Source: an optimization exercise on an open RTL-to-GDS flow (aim: small area and a short achievable clock period). Production flows keep margins and buffers that such runs may drop.
Where RTL was checked, it was by simulation tests only, not by an equivalence proof against the original.
Power is estimated from default activity; no workload was simulated.

Setup of v9:
// btb_top
module btb_top (
    input  logic        CLK,
    input  logic        RST,
    input  logic        lookup_en,
    input  logic [31:0] lookup_pc,
    output logic        pred_hit,
    output logic        pred_taken,
    output logic [31:0] pred_target,
    input  logic        update_en,
    input  logic [31:0] update_pc,
    input  logic        update_taken,
    input  logic [31:0] update_target,
    input  logic        update_mispredict,
    input  logic        flush_all,
    output logic [15:0] lookup_count,
    output logic [15:0] mispredict_count
);
Size in the first run: about 2800 cells after synthesis, about 1000 flip-flops, roughly 170 I/O pins, ~43000 sq um of cells after synthesis.
Settings: LEC_CHECK=0, CAP_MARGIN=20, CORE_MARGIN=2, CORE_UTILIZATION=55, SETUP_SLACK_MARGIN=2.0, SLEW_MARGIN=20; clock period 7.0 ns.
standard.sh (not shown) runs the stock make flow with config.mk's settings and CLKGATE_MAP_FILE= SYNTH_SCRIPT=/design/flow/synth_recipe.tcl, a recipe that flattens the netlist after the stock synthesis.
==> flow/flow/run.sh <==
#!/bin/bash
F=$(cd "$(dirname "$0")" && pwd)
bash standard.sh MATCH_CELL_FOOTPRINT=0 'CTS_ARGS=-sink_clustering_enable -repair_clock_nets -sink_clustering_size 16 -sink_clustering_max_diameter 80 -buf_list sky130_fd_sc_hd__clkbuf_8 -dont_use_dummy_load' 'BUFFER_PORTS_ARGS=-buffer_cell sky130_fd_sc_hd__buf_1' PRE_IO_PLACEMENT_TCL=$F/pins.tcl finish > standard.log 2>&1
==> flow/flow/pins.tcl <==
set lk {}
for {set i 2} {$i < 32} {incr i} { lappend lk "lookup_pc\[$i\]" }
for {set i 0} {$i < 32} {incr i} { lappend lk "pred_target\[$i\]" }
lappend lk pred_hit pred_taken
set up {}
for {set i 0} {$i < 32} {incr i} { lappend up "update_pc\[$i\]" "update_target\[$i\]" }
lappend up update_en update_taken flush_all
set_io_pin_constraint -pin_names $lk -region left:*
set_io_pin_constraint -pin_names $up -region right:*
> inputs changed (v9 -> v3)
Settings: swapping 55 for 58 in CORE_UTILIZATION.
==> flow/flow/run.sh <==
#!/bin/bash
bash standard.sh MATCH_CELL_FOOTPRINT=0 'CTS_ARGS=-sink_clustering_enable -repair_clock_nets -sink_clustering_size 12 -sink_clustering_max_diameter 60 -buf_list sky130_fd_sc_hd__clkbuf_8 -dont_use_dummy_load' 'BUFFER_PORTS_ARGS=-buffer_cell sky130_fd_sc_hd__buf_1' 'GLOBAL_PLACEMENT_ARGS=-timing_driven_net_weight_max 10 -timing_driven_nets_percentage 30' finish > standard.log 2>&1
removed: flow/flow/pins.tcl
Findings:
Cmp v3 and v9 / wire length of the first global-routing pass / lower: v3
On v3: period utilization is 3.4 points higher than what v9 gave.
v3 supports a lower top clock frequency than v9.
Xor-xnor portion of the synthesized cell area: v3 vs v9 — no meaningful difference
Cell internal power dissipation, v3 and v9: lower on v9
The worst setup slack in v3 was lower than what v9 gave.
Final instance area was higher in v9 than in v3.
v3 vs v9 — tap cell count dropped by a few percent
Between v9 and v3, amount of wire on met3 after detailed routing decreased.
Edits applied to the flow inputs when going from v3 to v4:
Settings: CORE_UTILIZATION now 55, was 58.
==> flow/flow/run.sh <==
#!/bin/bash
F=$(cd "$(dirname "$0")" && pwd)
bash standard.sh MATCH_CELL_FOOTPRINT=0 'CTS_ARGS=-sink_clustering_enable -repair_clock_nets -sink_clustering_size 16 -sink_clustering_max_diameter 80 -buf_list sky130_fd_sc_hd__clkbuf_8 -dont_use_dummy_load' 'BUFFER_PORTS_ARGS=-buffer_cell sky130_fd_sc_hd__buf_1' PRE_IO_PLACEMENT_TCL=$F/pins.tcl finish > standard.log 2>&1
==> flow/flow/pins.tcl (new file) <==
# Lookup pins go to the middle third of each edge, closest to the core's centre.
set die [[ord::get_db_block] getDieArea]
set w [expr {[$die xMax] / 1000.0}]
set h [expr {[$die yMax] / 1000.0}]
set xa [expr {$w / 3.0}]
set xb [expr {2.0 * $w / 3.0}]
set ya [expr {$h / 3.0}]
set yb [expr {2.0 * $h / 3.0}]
proc names {pfx lo hi} {
  set r {}
  for {set i $lo} {$i <= $hi} {incr i} { lappend r "$pfx\[$i\]" }
  return $r
}
set_io_pin_constraint -pin_names [names lookup_pc 2 16] -region left:$ya-$yb
set_io_pin_constraint -pin_names [names lookup_pc 17 31] -region bottom:$xa-$xb
set_io_pin_constraint -pin_names [concat [names pred_target 0 15] pred_hit] -region right:$ya-$yb
set_io_pin_constraint -pin_names [concat [names pred_target 16 31] pred_taken] -region top:$xa-$xb
==> comparison <==
Re combinational cell fraction of total power: v4 is 1.0 points up on v3. As of v4, wire length of the first global-routing pass had risen by a few percent compared to v3. On clock power: between v4 and v3, it ends up higher for v3. STATUS routed wire length: v4 loses against v3. v4 did not stop at any stage, and its layout met the timing, DRC and antenna checks. v4 against v3; via count of the first global-routing pass is down by a few percent. v3 was smaller in final cell area than v4. v4 vs v3, portion of the clock cycle consumed by the worst path in the final layout went down by 0.91 points. v3 -> v4: number of max-cap violations delta 0, exact match. When v4 is measured against v3, its power per unit of standard cell area turns out 11 nW/um^2 lower. When v4 is set beside v3, its non-clock buffer count turns out to be 17% larger. Part of the power in the clock network, v4 and v3: larger value in v3.


btb_top, a different RTL version from the one above (not shown whole).
Size in the first run: about 2,700 cells after synthesis, about 1,000 flip-flops, ~170 I/O pins, ~0.044 sq mm of cells after synthesis.
export LEC_CHECK = 0
export CAP_MARGIN = 20
export CORE_MARGIN = 2
export CORE_UTILIZATION = 55
export CTS_BUF_LIST = sky130_fd_sc_hd__clkbuf_8
export CTS_CLUSTER_SIZE = 30
export SETUP_SLACK_MARGIN = 2.0
export SLEW_MARGIN = 20
create_clock -name core_clock -period 7.0 [get_ports {CLK}]
run.sh (not shown) runs the stock make flow with config.mk's settings and CLKGATE_MAP_FILE= SYNTH_SCRIPT=/design/flow/synth_recipe.tcl, a recipe that flattens the netlist after the stock synthesis.
Stock flow here: none of the scripts above is used.
The first run completed without violations.
Change:
==> flow/flow/run.sh (new file) <==
#!/bin/bash
# Standard layout, with the sizer free to change footprints and the lookup
# pins grouped on one edge and the update pins on the opposite one.
F=$(cd "$(dirname "$0")" && pwd)
bash standard.sh MATCH_CELL_FOOTPRINT=0 PRE_IO_PLACEMENT_TCL=$F/pins.tcl finish > standard.log 2>&1
==> flow/flow/pins.tcl (new file) <==
set lk {}
for {set i 2} {$i < 32} {incr i} { lappend lk "lookup_pc\[$i\]" }
for {set i 0} {$i < 32} {incr i} { lappend lk "pred_target\[$i\]" }
lappend lk pred_hit pred_taken
set up {}
for {set i 0} {$i < 32} {incr i} { lappend up "update_pc\[$i\]" "update_target\[$i\]" }
lappend up update_en update_taken flush_all
set_io_pin_constraint -pin_names $lk -region left:*
set_io_pin_constraint -pin_names $up -region right:*
==> flow/standard.sh (new file) <==
#!/bin/bash
# synth_recipe.tcl (not shown) runs the flow's synth.tcl, then flattens the netlist and writes it again
# the make line also repeats each setting of config.mk as NAME=value (left out here)
make -C /OpenROAD-flow-scripts/flow DESIGN_CONFIG=/design/flow/config.mk WORK_HOME=/design/flow/orfs CLKGATE_MAP_FILE= SYNTH_SCRIPT=/design/flow/synth_recipe.tcl "${@:-finish}"
- CTS_BUF_LIST: sky130_fd_sc_hd__clkbuf_8 -> default
- CTS_CLUSTER_SIZE: 30 -> default
removed: flow/run.sh
After rerunning: Via count came out higher by 1.2%. Power came out higher by 3.8%. Register-to-register slack gains 80 ps.
Change:
==> flow/flow/run.sh (replaced) <==
#!/bin/bash
bash standard.sh MATCH_CELL_FOOTPRINT=0 finish > standard.log 2>&1
- CORE_UTILIZATION: 55 -> 68
removed: flow/flow/pins.tcl
The new run completed without violations; clock skew stays flat; wire length is lower by about 4%; hold slack loses 3.9 ps; maximum frequency is about the same; global-route usage is higher by 6.7 points; cell area is lower by about 1%.
No functional check of the RTL was part of any run of this note.


The RTL this note starts from:
==> flow/design.v <==
module btb_top (
    input  logic        CLK,
    input  logic        RST,
    input  logic        lookup_en,
    input  logic [31:0] lookup_pc,
    output logic        pred_hit,
    output logic        pred_taken,
    output logic [31:0] pred_target,
    input  logic        update_en,
    input  logic [31:0] update_pc,
    input  logic        update_taken,
    input  logic [31:0] update_target,
    input  logic        update_mispredict,
    input  logic        flush_all,
    output logic [15:0] lookup_count,
    output logic [15:0] mispredict_count
);
    branch_target_predictor #(.ENTRIES(16), .CNT_W(2), .STAT_W(16)) u_btb (
        .CLK(CLK),
        .RST(RST),
        .lookup_en(lookup_en),
        .lookup_pc(lookup_pc),
        .pred_hit(pred_hit),
        .pred_taken(pred_taken),
        .pred_target(pred_target),
        .update_en(update_en),
        .update_pc(update_pc),
        .update_taken(update_taken),
        .update_target(update_target),
        .update_mispredict(update_mispredict),
        .flush_all(flush_all),
        .lookup_count(lookup_count),
        .mispredict_count(mispredict_count)
    );
endmodule

module branch_target_predictor #(
    parameter int ENTRIES = 16,
    parameter int CNT_W   = 2,
    parameter int STAT_W  = 32
) (
    input  logic              CLK,
    input  logic              RST,
    input  logic              lookup_en,
    input  logic [31:0]       lookup_pc,
    output logic              pred_hit,
    output logic              pred_taken,
    output logic [31:0]       pred_target,
    input  logic              update_en,
    input  logic [31:0]       update_pc,
    input  logic              update_taken,
    input  logic [31:0]       update_target,
    input  logic              update_mispredict,
    input  logic              flush_all,
    output logic [STAT_W-1:0] lookup_count,
    output logic [STAT_W-1:0] mispredict_count
);
    localparam int IDX_W = $clog2(ENTRIES);
    localparam int TAG_W = 32 - IDX_W - 2;
    localparam logic [CNT_W-1:0] CNT_WEAK = CNT_W'(1) << (CNT_W - 1);
    logic [ENTRIES-1:0] valid;
    logic [TAG_W-1:0]   tags    [ENTRIES];
    logic [31:0]        targets [ENTRIES];
    logic [CNT_W-1:0]   cnts    [ENTRIES];
    logic [IDX_W-1:0] lk_idx;
    logic [TAG_W-1:0] lk_tag;
    logic [IDX_W-1:0] up_idx;
    logic [TAG_W-1:0] up_tag;
    logic             up_hit;
    logic             up_act;
    assign lk_idx = lookup_pc[IDX_W+1:2];
    assign lk_tag = lookup_pc[31:IDX_W+2];
    assign up_idx = update_pc[IDX_W+1:2];
    assign up_tag = update_pc[31:IDX_W+2];
    logic [ENTRIES-1:0] lk_dec;
    logic [31:0]        rd_target;
    logic               rd_cnt;
    always_comb begin
        pred_hit  = 1'b0;
        rd_cnt    = 1'b0;
        rd_target = '0;
        for (int i = 0; i < ENTRIES; i++) begin
            lk_dec[i] = (lk_idx == IDX_W'(i));
            pred_hit  = pred_hit | (lk_dec[i] && valid[i] && (tags[i] == lk_tag));
            rd_cnt    = rd_cnt | (lk_dec[i] & cnts[i][CNT_W-1]);
            rd_target = rd_target | ({32{lk_dec[i]}} & targets[i]);
        end
        pred_taken  = pred_hit & rd_cnt;
        pred_target = {32{pred_hit}} & rd_target;
    end
    assign up_hit = valid[up_idx] && (tags[up_idx] == up_tag);
    assign up_act = update_en && !flush_all;
    always_ff @(posedge CLK or posedge RST) begin
        if (RST)
            valid <= '0;
        else if (flush_all)
            valid <= '0;
        else if (update_en && update_taken)
            valid[up_idx] <= 1'b1;
    end
    always_ff @(posedge CLK) begin
        if (up_act && update_taken) begin
            tags[up_idx]    <= up_tag;
            targets[up_idx] <= update_target;
        end
    end
    always_ff @(posedge CLK) begin
        if (up_act) begin
            if (up_hit) begin
                if (update_taken) begin
                    if (cnts[up_idx] != '1)
                        cnts[up_idx] <= cnts[up_idx] + CNT_W'(1);
                end else if (cnts[up_idx] != '0) begin
                    cnts[up_idx] <= cnts[up_idx] - CNT_W'(1);
                end
            end else if (update_taken) begin
                cnts[up_idx] <= CNT_WEAK;
            end
        end
    end
    always_ff @(posedge CLK or posedge RST) begin
        if (RST) begin
            lookup_count     <= '0;
            mispredict_count <= '0;
        end else begin
            if (lookup_en && (lookup_count != '1))
                lookup_count <= lookup_count + STAT_W'(1);
            if (update_en && update_mispredict && (mispredict_count != '1))
                mispredict_count <= mispredict_count + STAT_W'(1);
        end
    end
endmodule
make LEC_CHECK=0 CAP_MARGIN=20 CORE_MARGIN=2 CORE_UTILIZATION=55 SETUP_SLACK_MARGIN=3.0 SLEW_MARGIN=20 finish   # period 7.0 ns
Stock flow here: none of the scripts above is used.
The starting point went through all stages and came out clean.
Next try:
==> flow/flow/run.sh (new file) <==
#!/bin/bash
bash standard.sh > standard.log 2>&1
==> flow/standard.sh (new file) <==
#!/bin/bash
# synth_recipe.tcl (not shown) runs the flow's synth.tcl, then flattens the netlist and writes it again
# the make line also repeats each setting of config.mk as NAME=value (left out here)
make -C /OpenROAD-flow-scripts/flow DESIGN_CONFIG=/design/flow/config.mk WORK_HOME=/design/flow/orfs CLKGATE_MAP_FILE= SYNTH_SCRIPT=/design/flow/synth_recipe.tcl "${@:-finish}"
--- a/flow/config.mk
+++ b/flow/config.mk
@@ -9,4 +9,4 @@
 export CORE_MARGIN = 2
 export CORE_UTILIZATION = 55
-export SETUP_SLACK_MARGIN = 3.0
+export SETUP_SLACK_MARGIN = 2.0
 export SLEW_MARGIN = 20
removed: flow/run.sh
=> The changed run completed without violations; first-iteration DRC count drops by 9.7%; power drops by about 4%; cell area drops by about 2.6%; sequential power is about the same.
Next try:
==> flow/flow/run.sh (replaced) <==
#!/bin/bash
bash standard.sh MATCH_CELL_FOOTPRINT=0 finish > standard.log 2>&1
--- a/flow/config.mk
+++ b/flow/config.mk
@@ -9,4 +9,5 @@
 export CORE_MARGIN = 2
 export CORE_UTILIZATION = 55
+export PLACE_DENSITY = 0.8
 export SETUP_SLACK_MARGIN = 2.0
 export SLEW_MARGIN = 20
What happened:
- The changed run produced a clean layout
- hold slack gains 0.013 ns
- total power is higher by 2.5%
- wire length goes up by 3.5%
- non-clock buffer count increases by 4
- die area is unchanged
- fmax is higher by 1.5%
- sequential share of layout area is higher by 0.30 points
- worst setup slack gains 0.083 ns
- utilization is lower by 0.35 points
- clock skew barely changes
Next try:
--- a/flow/config.mk
+++ b/flow/config.mk
@@ -9,5 +9,4 @@
 export CORE_MARGIN = 2
 export CORE_UTILIZATION = 55
-export PLACE_DENSITY = 0.8
 export SETUP_SLACK_MARGIN = 2.0
 export SLEW_MARGIN = 20
What happened: Setup slack gets better by 0.13 ns; non-clock buffer count drops by 24; synthesized area does not change; total power drops by 2.4%.
Next try:
--- a/flow/config.mk
+++ b/flow/config.mk
@@ -9,4 +9,4 @@
 export CORE_MARGIN = 2
 export CORE_UTILIZATION = 55
-export SETUP_SLACK_MARGIN = 2.0
+export SETUP_SLACK_MARGIN = 3.0
 export SLEW_MARGIN = 20
Effect:
- The new run completed with no timing, DRC or antenna violations
- via count grows by about 3%
- first-iteration DRC count shrinks by 1.2%
- total power grows by about 3.6%
- register-to-register slack improved by 0.36 ns
- non-clock buffer count grows by 58
- design area grows by about 3.5%
- core utilization grows by 2.3 points
- critical path depth grows by 2
- clock-buffer cell count grows by 6
Next try:
==> flow/run.sh (new file) <==
#!/bin/bash
# synth_recipe.tcl (not shown) runs the flow's synth.tcl, then flattens the netlist and writes it again
# the make line also repeats each setting of config.mk as NAME=value (left out here)
make -C /OpenROAD-flow-scripts/flow DESIGN_CONFIG=/design/flow/config.mk WORK_HOME=/design/flow/orfs CLKGATE_MAP_FILE= SYNTH_SCRIPT=/design/flow/synth_recipe.tcl finish
--- a/flow/config.mk
+++ b/flow/config.mk
@@ -9,4 +9,4 @@
 export CORE_MARGIN = 2
 export CORE_UTILIZATION = 55
-export SETUP_SLACK_MARGIN = 3.0
+export SETUP_SLACK_MARGIN = 2.0
 export SLEW_MARGIN = 20
removed: flow/flow/run.sh
removed: flow/standard.sh
Area after synthesis stays the same.
Worst setup slack gets worse by 0.032 ns.
Non-clock buffer count goes down by 38.
Synthesized cell count does not change.
Total power falls by 3.4%.
Count of clock-buffer cells in the layout decreases by 6.
Sequential share of layout area went up by 1.3 points.
Hold slack is better by 0.0062 ns.
Maximum frequency went down by 0.58%.
Combinational power fell by about 8%.
First-iteration DRC count goes up by 1.1%.
No functional check of the RTL was part of any run of this note.

-- afterwards: timing with drivers on the ports --
Ports are ideal in the flow. The routed layouts listed here were re-timed in OpenROAD. Step 1, drivers: a clkbuf_16 drives CLK and a buf_2 each remaining input, both assumed. Step 2, shift: input delay + t, output delay - t, t = (earliest + latest rising clock arrival at the registers) / 2. This alone moves slack from input paths to output paths. Slacks: no drivers / after step 1 / after step 2; pairs: no drivers / after step 1.
| run | shift t [ns] | setup slack, ns | worst setup path at the end | latest minus earliest clock arrival (ns) | pins driven straight from the clock port |
|---|---|---|---|---|---|
| v9 | 0.772 | 1.523 / 1.371 / 1.216 | input to register | 0.081 / 0.081 | 1 |
| v3 | 0.788 | 1.286 / 1.259 / 1.210 | input to register | 0.121 / 0.121 | 1 |
| v4 | 0.762 | 1.349 / 1.308 / 1.250 | input to register | 0.099 / 0.099 | 1 |
| the first run of note 2 | 0.901 | 1.473 / 1.423 / 1.171 | input to register | 0.060 / 0.060 | 1 |
| the second run of note 2 | 0.748 | 1.481 / 1.312 / 1.312 | input to output | 0.031 / 0.031 | 1 |
| the third run of note 2 | 0.737 | 1.475 / 1.445 / 1.353 | input to register | 0.048 / 0.048 | 1 |
| the first run of note 3 | 0.743 | 1.440 / 1.414 / 1.414 | input to output | 0.047 / 0.046 | 1 |
| the second run of note 3 | 0.744 | 1.487 / 1.457 / 1.390 | input to register | 0.035 / 0.035 | 1 |
| the third run of note 3 | 0.761 | 1.570 / 1.480 / 1.414 | input to register | 0.074 / 0.074 | 1 |
| the fourth run of note 3 | 0.744 | 1.703 / 1.623 / 1.331 | input to register | 0.032 / 0.033 | 1 |
| the fifth run of note 3 | 0.744 | 1.519 / 1.471 / 1.471 | input to output | 0.028 / 0.029 | 1 |
| the sixth run of note 3 | 0.744 | 1.487 / 1.457 / 1.390 | input to register | 0.035 / 0.035 | 1 |
After both steps setup and hold are still met in every run listed. For the fourth run of note 3, which loses most, drivers alone change the setup slack by -0.080 ns; drivers and shift together by -0.372 ns.
